Source: an optimization exercise on an open RTL-to-GDS flow (aim: small area, a short achievable clock period and few clock cycles per item). Production flows keep margins and buffers that such runs may drop.
RTL that was checked went through simulation tests only; none was proved equivalent to the original.
Power and IR drop assume default switching activity.

Setup of T:
==> flow/design.v <==
package lprl_pkg;
    localparam int ENTRIES = 16;
    localparam int ADDR_W  = 32;
    localparam int INDEX_W = 4;
    localparam int LEN_W   = 6;
    function automatic logic [LEN_W-1:0] lead_ones(input logic [ADDR_W-1:0] m);
        logic [LEN_W-1:0] n;
        n = LEN_W'(ADDR_W);
        for (int i = 0; i < ADDR_W; i++)
        begin
            if (!m[i])
            begin
                n = LEN_W'(ADDR_W - 1 - i);
            end
        end
        lead_ones = n;
    endfunction
endpackage
import lprl_pkg::*;
module lprl_ctrl
(
    input  logic [ENTRIES-1:0] alive_in,
    input  logic [ENTRIES-1:0] b1,
    input  logic [ENTRIES-1:0] b0,
    output logic [ENTRIES-1:0] alive_out,
    output logic [1:0]         best
);
    logic any_hi;
    logic any_11;
    logic any_b0;
    assign any_hi = |(alive_in & b1);
    assign any_11 = |(alive_in & b1 & b0);
    assign any_b0 = |(alive_in & b0);
    assign best[1] = any_hi;
    assign best[0] = any_hi ? any_11 : any_b0;
    always_comb
    begin
        for (int i = 0; i < ENTRIES; i++)
        begin
            alive_out[i] = alive_in[i] && (b1[i] == best[1]) && (b0[i] == best[0]);
        end
    end
endmodule
module lprl_step1
(
    input  logic [ENTRIES-1:0] alive_in,
    input  logic [ENTRIES-1:0] b0,
    output logic               hit,
    output logic [INDEX_W-1:0] idx,
    output logic               best
);
    logic [ENTRIES-1:0] set;
    logic [INDEX_W-1:0] idx_set;
    logic [INDEX_W-1:0] idx_all;
    assign set  = alive_in & b0;
    assign best = |set;
    assign hit  = |alive_in;
    always_comb
    begin
        idx_set = '0;
        idx_all = '0;
        for (int i = ENTRIES - 1; i >= 0; i--)
        begin
            if (set[i])
            begin
                idx_set = INDEX_W'(i);
            end
            if (alive_in[i])
            begin
                idx_all = INDEX_W'(i);
            end
        end
    end
    assign idx = best ? idx_set : idx_all;
endmodule
import lprl_pkg::*;
module lprl_dp
(
    input  logic [ADDR_W-1:0]              addr,
    input  logic [ENTRIES-1:0][ADDR_W-1:0] c1,
    input  logic [ENTRIES-1:0][ADDR_W-1:0] c0,
    output logic [ENTRIES-1:0]             match_hi,
    output logic [ENTRIES-1:0]             match_lo
);
    always_comb
    begin
        for (int i = 0; i < ENTRIES; i++)
        begin
            match_hi[i] = (((c1[i][31:16] & ~addr[31:16]) | (c0[i][31:16] & addr[31:16])) == '0);
            match_lo[i] = (((c1[i][15:0] & ~addr[15:0]) | (c0[i][15:0] & addr[15:0])) == '0);
        end
    end
endmodule
import lprl_pkg::*;
module longest_prefix_route_lookup
(
    input  logic               clk,
    input  logic               rst_n,
    input  logic               req_valid,
    output logic               req_ready,
    input  logic               req_func,
    input  logic [INDEX_W-1:0] req_entry_index,
    input  logic               req_entry_valid,
    input  logic [ADDR_W-1:0]  req_entry_prefix,
    input  logic [ADDR_W-1:0]  req_entry_mask,
    input  logic [ADDR_W-1:0]  req_lookup_addr,
    output logic               rsp_valid,
    input  logic               rsp_ready,
    output logic               rsp_hit,
    output logic [INDEX_W-1:0] rsp_best_index,
    output logic [LEN_W-1:0]   rsp_best_length
);
    logic [ENTRIES-1:0][ADDR_W-1:1] c1_mem;
    logic [ENTRIES-1:0][ADDR_W-1:1] c0_mem;
    logic [ENTRIES-1:0]             c1_b0;
    logic [ENTRIES-1:0]             c0_b0;
    logic [ENTRIES-1:0][2:0]        len543_mem;
    logic [ENTRIES-1:0][1:0]        len21_mem;
    logic [ENTRIES-1:0]             len0_mem;
    logic               adv;
    logic               acc;
    logic               wr;
    logic [ENTRIES-1:0] wr_sel;
    logic [ADDR_W-1:0]  wr_c1;
    logic [ADDR_W-1:0]  wr_c0;
    logic [LEN_W-1:0]   wr_len;
    logic               s1_v;
    logic [ENTRIES-1:0] s1_hi;
    logic [ENTRIES-1:0] s1_lo;
    logic [ENTRIES-1:0] s1_alive;
    logic               s2_v;
    logic [ENTRIES-1:0] s2_alive;
    logic [2:0]         s2_len;
    logic               s3_v;
    logic [ENTRIES-1:0] s3_alive;
    logic [4:0]         s3_len;
    logic               wa_v;
    logic [INDEX_W-1:0] wa_idx;
    logic [2:0]         wa_len;
    logic               wb_v;
    logic [INDEX_W-1:0] wb_idx;
    logic               wb_len;
    logic               out_v;
    logic               out_hit;
    logic [INDEX_W-1:0] out_idx;
    logic [LEN_W-1:0]   out_len;
    logic               sk_v;
    logic               rdy_q;
    logic               sk_hit;
    logic [INDEX_W-1:0] sk_idx;
    logic [LEN_W-1:0]   sk_len;
    assign adv       = !sk_v;
    assign req_ready = rdy_q;
    assign acc       = req_valid && adv;
    assign wr        = acc && (req_func == 1'b0);
    always_comb
    begin
        for (int i = 0; i < ENTRIES; i++)
        begin
            wr_sel[i] = wr && (req_entry_index == INDEX_W'(i));
        end
    end
    assign wr_c1  = (req_entry_prefix & req_entry_mask) | {31'd0, !req_entry_valid};
    assign wr_c0  = (~req_entry_prefix & req_entry_mask) | {31'd0, !req_entry_valid};
    assign wr_len = lprl_pkg::lead_ones(req_entry_mask);
    always_ff @(posedge clk)
    begin
        for (int i = 0; i < ENTRIES; i++)
        begin
            if (wr_sel[i])
            begin
                c1_mem[i]     <= wr_c1[ADDR_W-1:1];
                c0_mem[i]     <= wr_c0[ADDR_W-1:1];
                len543_mem[i] <= wr_len[5:3];
            end
            if (adv && wa_v && (wa_idx == INDEX_W'(i)))
            begin
                len21_mem[i] <= wa_len[2:1];
            end
            if (adv && wb_v && (wb_idx == INDEX_W'(i)))
            begin
                len0_mem[i] <= wb_len;
            end
        end
    end
    always_ff @(posedge clk or negedge rst_n)
    begin
        if (!rst_n)
        begin
            c1_b0 <= '1;
            c0_b0 <= '1;
        end
        else
        begin
            for (int i = 0; i < ENTRIES; i++)
            begin
                if (wr_sel[i])
                begin
                    c1_b0[i] <= wr_c1[0];
                    c0_b0[i] <= wr_c0[0];
                end
            end
        end
    end
    logic [ENTRIES-1:0] match_hi;
    logic [ENTRIES-1:0] match_lo;
    logic [ENTRIES-1:0][ADDR_W-1:0] c1_all;
    logic [ENTRIES-1:0][ADDR_W-1:0] c0_all;
    always_comb
    begin
        for (int i = 0; i < ENTRIES; i++)
        begin
            c1_all[i] = {c1_mem[i], c1_b0[i]};
            c0_all[i] = {c0_mem[i], c0_b0[i]};
        end
    end
    lprl_dp u_dp (
        .addr  (req_lookup_addr),
        .c1    (c1_all),
        .c0    (c0_all),
        .match_hi (match_hi),
        .match_lo (match_lo)
    );
    assign s1_alive = s1_hi & s1_lo;
    logic [ENTRIES-1:0] b5, b4, b3, b2, b1, b0;
    logic [ENTRIES-1:0] alive43, alive2, alive3;
    logic [1:0]         best43, best21;
    logic               any32;
    logic               best0;
    always_comb
    begin
        for (int i = 0; i < ENTRIES; i++)
        begin
            b5[i] = len543_mem[i][2];
            b4[i] = len543_mem[i][1];
            b3[i] = len543_mem[i][0];
            b2[i] = len21_mem[i][1];
            b1[i] = len21_mem[i][0];
            b0[i] = len0_mem[i];
        end
    end
    assign any32  = |(s1_alive & b5);
    lprl_ctrl u_st43 (.alive_in(s1_alive), .b1(b4), .b0(b3), .alive_out(alive43), .best(best43));
    assign alive2 = any32 ? (s1_alive & b5) : alive43;
    lprl_ctrl  u_st21 (.alive_in(s2_alive), .b1(b2), .b0(b1), .alive_out(alive3), .best(best21));
    logic               enc_hit;
    logic [INDEX_W-1:0] enc_idx;
    logic [LEN_W-1:0]   enc_len;
    lprl_step1 u_st0  (.alive_in(s3_alive), .b0(b0), .hit(enc_hit), .idx(enc_idx), .best(best0));
    assign enc_len = {s3_len, best0};
    always_ff @(posedge clk)
    begin
        if (adv)
        begin
            s1_hi    <= (req_func == 1'b1) ? match_hi : '0;
            s1_lo    <= match_lo;
            s2_alive <= alive2;
            s2_len   <= {any32, any32 ? 2'b00 : best43};
            s3_alive <= alive3;
            s3_len   <= {s2_len, best21};
            wa_idx   <= req_entry_index;
            wa_len   <= wr_len[2:0];
            wb_idx   <= wa_idx;
            wb_len   <= wa_len[0];
        end
    end
    always_ff @(posedge clk or negedge rst_n)
    begin
        if (!rst_n)
        begin
            s1_v <= 1'b0;
            s2_v <= 1'b0;
            s3_v <= 1'b0;
            wa_v <= 1'b0;
            wb_v <= 1'b0;
        end
        else if (adv)
        begin
            s1_v <= acc;
            s2_v <= s1_v;
            s3_v <= s2_v;
            wa_v <= wr;
            wb_v <= wa_v;
        end
    end
    logic push;
    assign push = adv && s3_v;
    always_ff @(posedge clk or negedge rst_n)
    begin
        if (!rst_n)
        begin
            out_v <= 1'b0;
            sk_v  <= 1'b0;
            rdy_q <= 1'b1;
        end
        else
        begin
            out_v <= sk_v || push || (out_v && !rsp_ready);
            sk_v  <= (sk_v || push) && out_v && !rsp_ready;
            rdy_q <= !((sk_v || push) && out_v && !rsp_ready);
        end
    end
    always_ff @(posedge clk)
    begin
        if (!out_v || rsp_ready)
        begin
            if (sk_v)
            begin
                out_hit <= sk_hit;
                out_idx <= sk_idx;
                out_len <= sk_len;
            end
            else
            begin
                out_hit <= enc_hit;
                out_idx <= enc_idx;
                out_len <= enc_len;
            end
        end
        if (!sk_v)
        begin
            sk_hit <= enc_hit;
            sk_idx <= enc_idx;
            sk_len <= enc_len;
        end
    end
    assign rsp_valid       = out_v;
    assign rsp_hit         = out_hit;
    assign rsp_best_index  = out_idx;
    assign rsp_best_length = out_len;
endmodule
==> flow/config.mk <==
export PLATFORM = sky130hd
export DESIGN_NAME = longest_prefix_route_lookup
export DESIGN_NICKNAME = longest_prefix_route_lookup
export VERILOG_FILES = /design/flow/design.v
export SDC_FILE = /design/flow/constraint.sdc
export NUM_CORES = 4
export LEC_CHECK = 0
export ABC_CLOCK_PERIOD_IN_PS = 2500
export CAP_MARGIN = 20
export CORE_MARGIN = 2
export CORE_UTILIZATION = 40
export CTS_BUF_LIST = sky130_fd_sc_hd__clkbuf_16
export CTS_CLUSTER_DIAMETER = 120
export CTS_CLUSTER_SIZE = 28
export SETUP_SLACK_MARGIN = 2.5
export SLEW_MARGIN = 20
==> flow/constraint.sdc <==
create_clock -name core_clock -period 5.0 [get_ports {clk}]
set_input_delay 1.0000 -clock core_clock [delete_from_list [all_inputs] [get_ports {clk}]]
set_output_delay 1.0000 -clock core_clock [all_outputs]
set_load 0.01 [all_outputs]
standard.sh (not shown) runs the stock make flow with config.mk's settings and CLKGATE_MAP_FILE= SYNTH_SCRIPT=/design/flow/synth_recipe.tcl, a recipe that flattens the netlist after the stock synthesis.
==> flow/flow/run.sh <==
#!/bin/bash
# The standard layout with a few settings of ORFS's own changed:
#  - port buffers are buf_2 instead of the delay cell buffer_ports picks by default
#  - the resizer may swap a cell for one with another footprint
#  - clock tree: large sink clusters of clkbuf_16, no dummy loads
set -uo pipefail
bash standard.sh \
  MATCH_CELL_FOOTPRINT=0 \
  "BUFFER_PORTS_ARGS=-buffer_cell sky130_fd_sc_hd__buf_2" \
  "CTS_ARGS=-sink_clustering_enable -repair_clock_nets -buf_list sky130_fd_sc_hd__clkbuf_16 -sink_clustering_size 28 -sink_clustering_max_diameter 120 -dont_use_dummy_load" \
  finish > flow.log 2>&1
Input changes introduced in R (baseline for comparison: T):
diff --git a/flow/design.v b/flow/design.v
--- a/flow/design.v
+++ b/flow/design.v
@@ -146,10 +146,9 @@
     logic [LEN_W-1:0]   out_len;
     logic               sk_v;
-    logic               rdy_q;
     logic               sk_hit;
     logic [INDEX_W-1:0] sk_idx;
     logic [LEN_W-1:0]   sk_len;
     assign adv       = !sk_v;
-    assign req_ready = rdy_q;
+    assign req_ready = adv;
     assign acc       = req_valid && adv;
     assign wr        = acc && (req_func == 1'b0);
@@ -292,5 +291,4 @@
             out_v <= 1'b0;
             sk_v  <= 1'b0;
-            rdy_q <= 1'b1;
         end
         else
@@ -298,5 +296,4 @@
             out_v <= sk_v || push || (out_v && !rsp_ready);
             sk_v  <= (sk_v || push) && out_v && !rsp_ready;
-            rdy_q <= !((sk_v || push) && out_v && !rsp_ready);
         end
     end
[summary]
Total routed wirelength went up by a few percent going from T to R.
Comparing T with R, the portion of total power attributed to the clock network came out essentially unchanged.
Comparing violation count after the first detailed-routing iteration for T and R, the smaller number came from R.
Lower share of final-layout standard cells stronger than drive strength 1 among T and R: T
~same total power in T and R
Number of distinct library cells after synthesis in R is about 3% below T.
Multi-input combinational cell area, T and R, lower one = T.
[compare] base=T new=R: per-cell routed wire length increased about 2.5%; sequential share of cell area did not really move.
Of T and R, the run reporting the higher switching part of the total was T.
The summed area of non-filler cells in the final layout on R is in line with that on T.
Testbench counts of R, summed over its fixed seeds: cycles 2,560, items 2,528.
Function not checked in T: the RTL went through the layout flow alone.

[what the ideal ports hide]
The flow's constraints put no driver on any port. The routed layouts listed below were extracted and timed again, unchanged, in two steps.
Step 1 assumes that a clkbuf_16 drives the clock port and a buf_2 every other input.
Step 2 adds t to the input delays and takes it off the output delays; t is the mean of the earliest and latest rising clock arrival at the registers after step 1. Input paths then give back, and output paths get back, about the clock's delay inside the block.
Three values: no drivers, after step 1, after step 2; two values: the first two.
run | t, ns | slack for setup (ns) | slew at the worst register clock pin (ns)
T | 0.722 | 2.486 / 2.526 / 1.806 | 0.11 / 0.11
R | 0.737 | 2.503 / 2.427 / 1.889 | 0.12 / 0.12
After both steps every run listed still meets setup and hold. For T, which loses most, drivers alone change the setup slack by +0.040 ns; drivers and shift together by -0.680 ns.
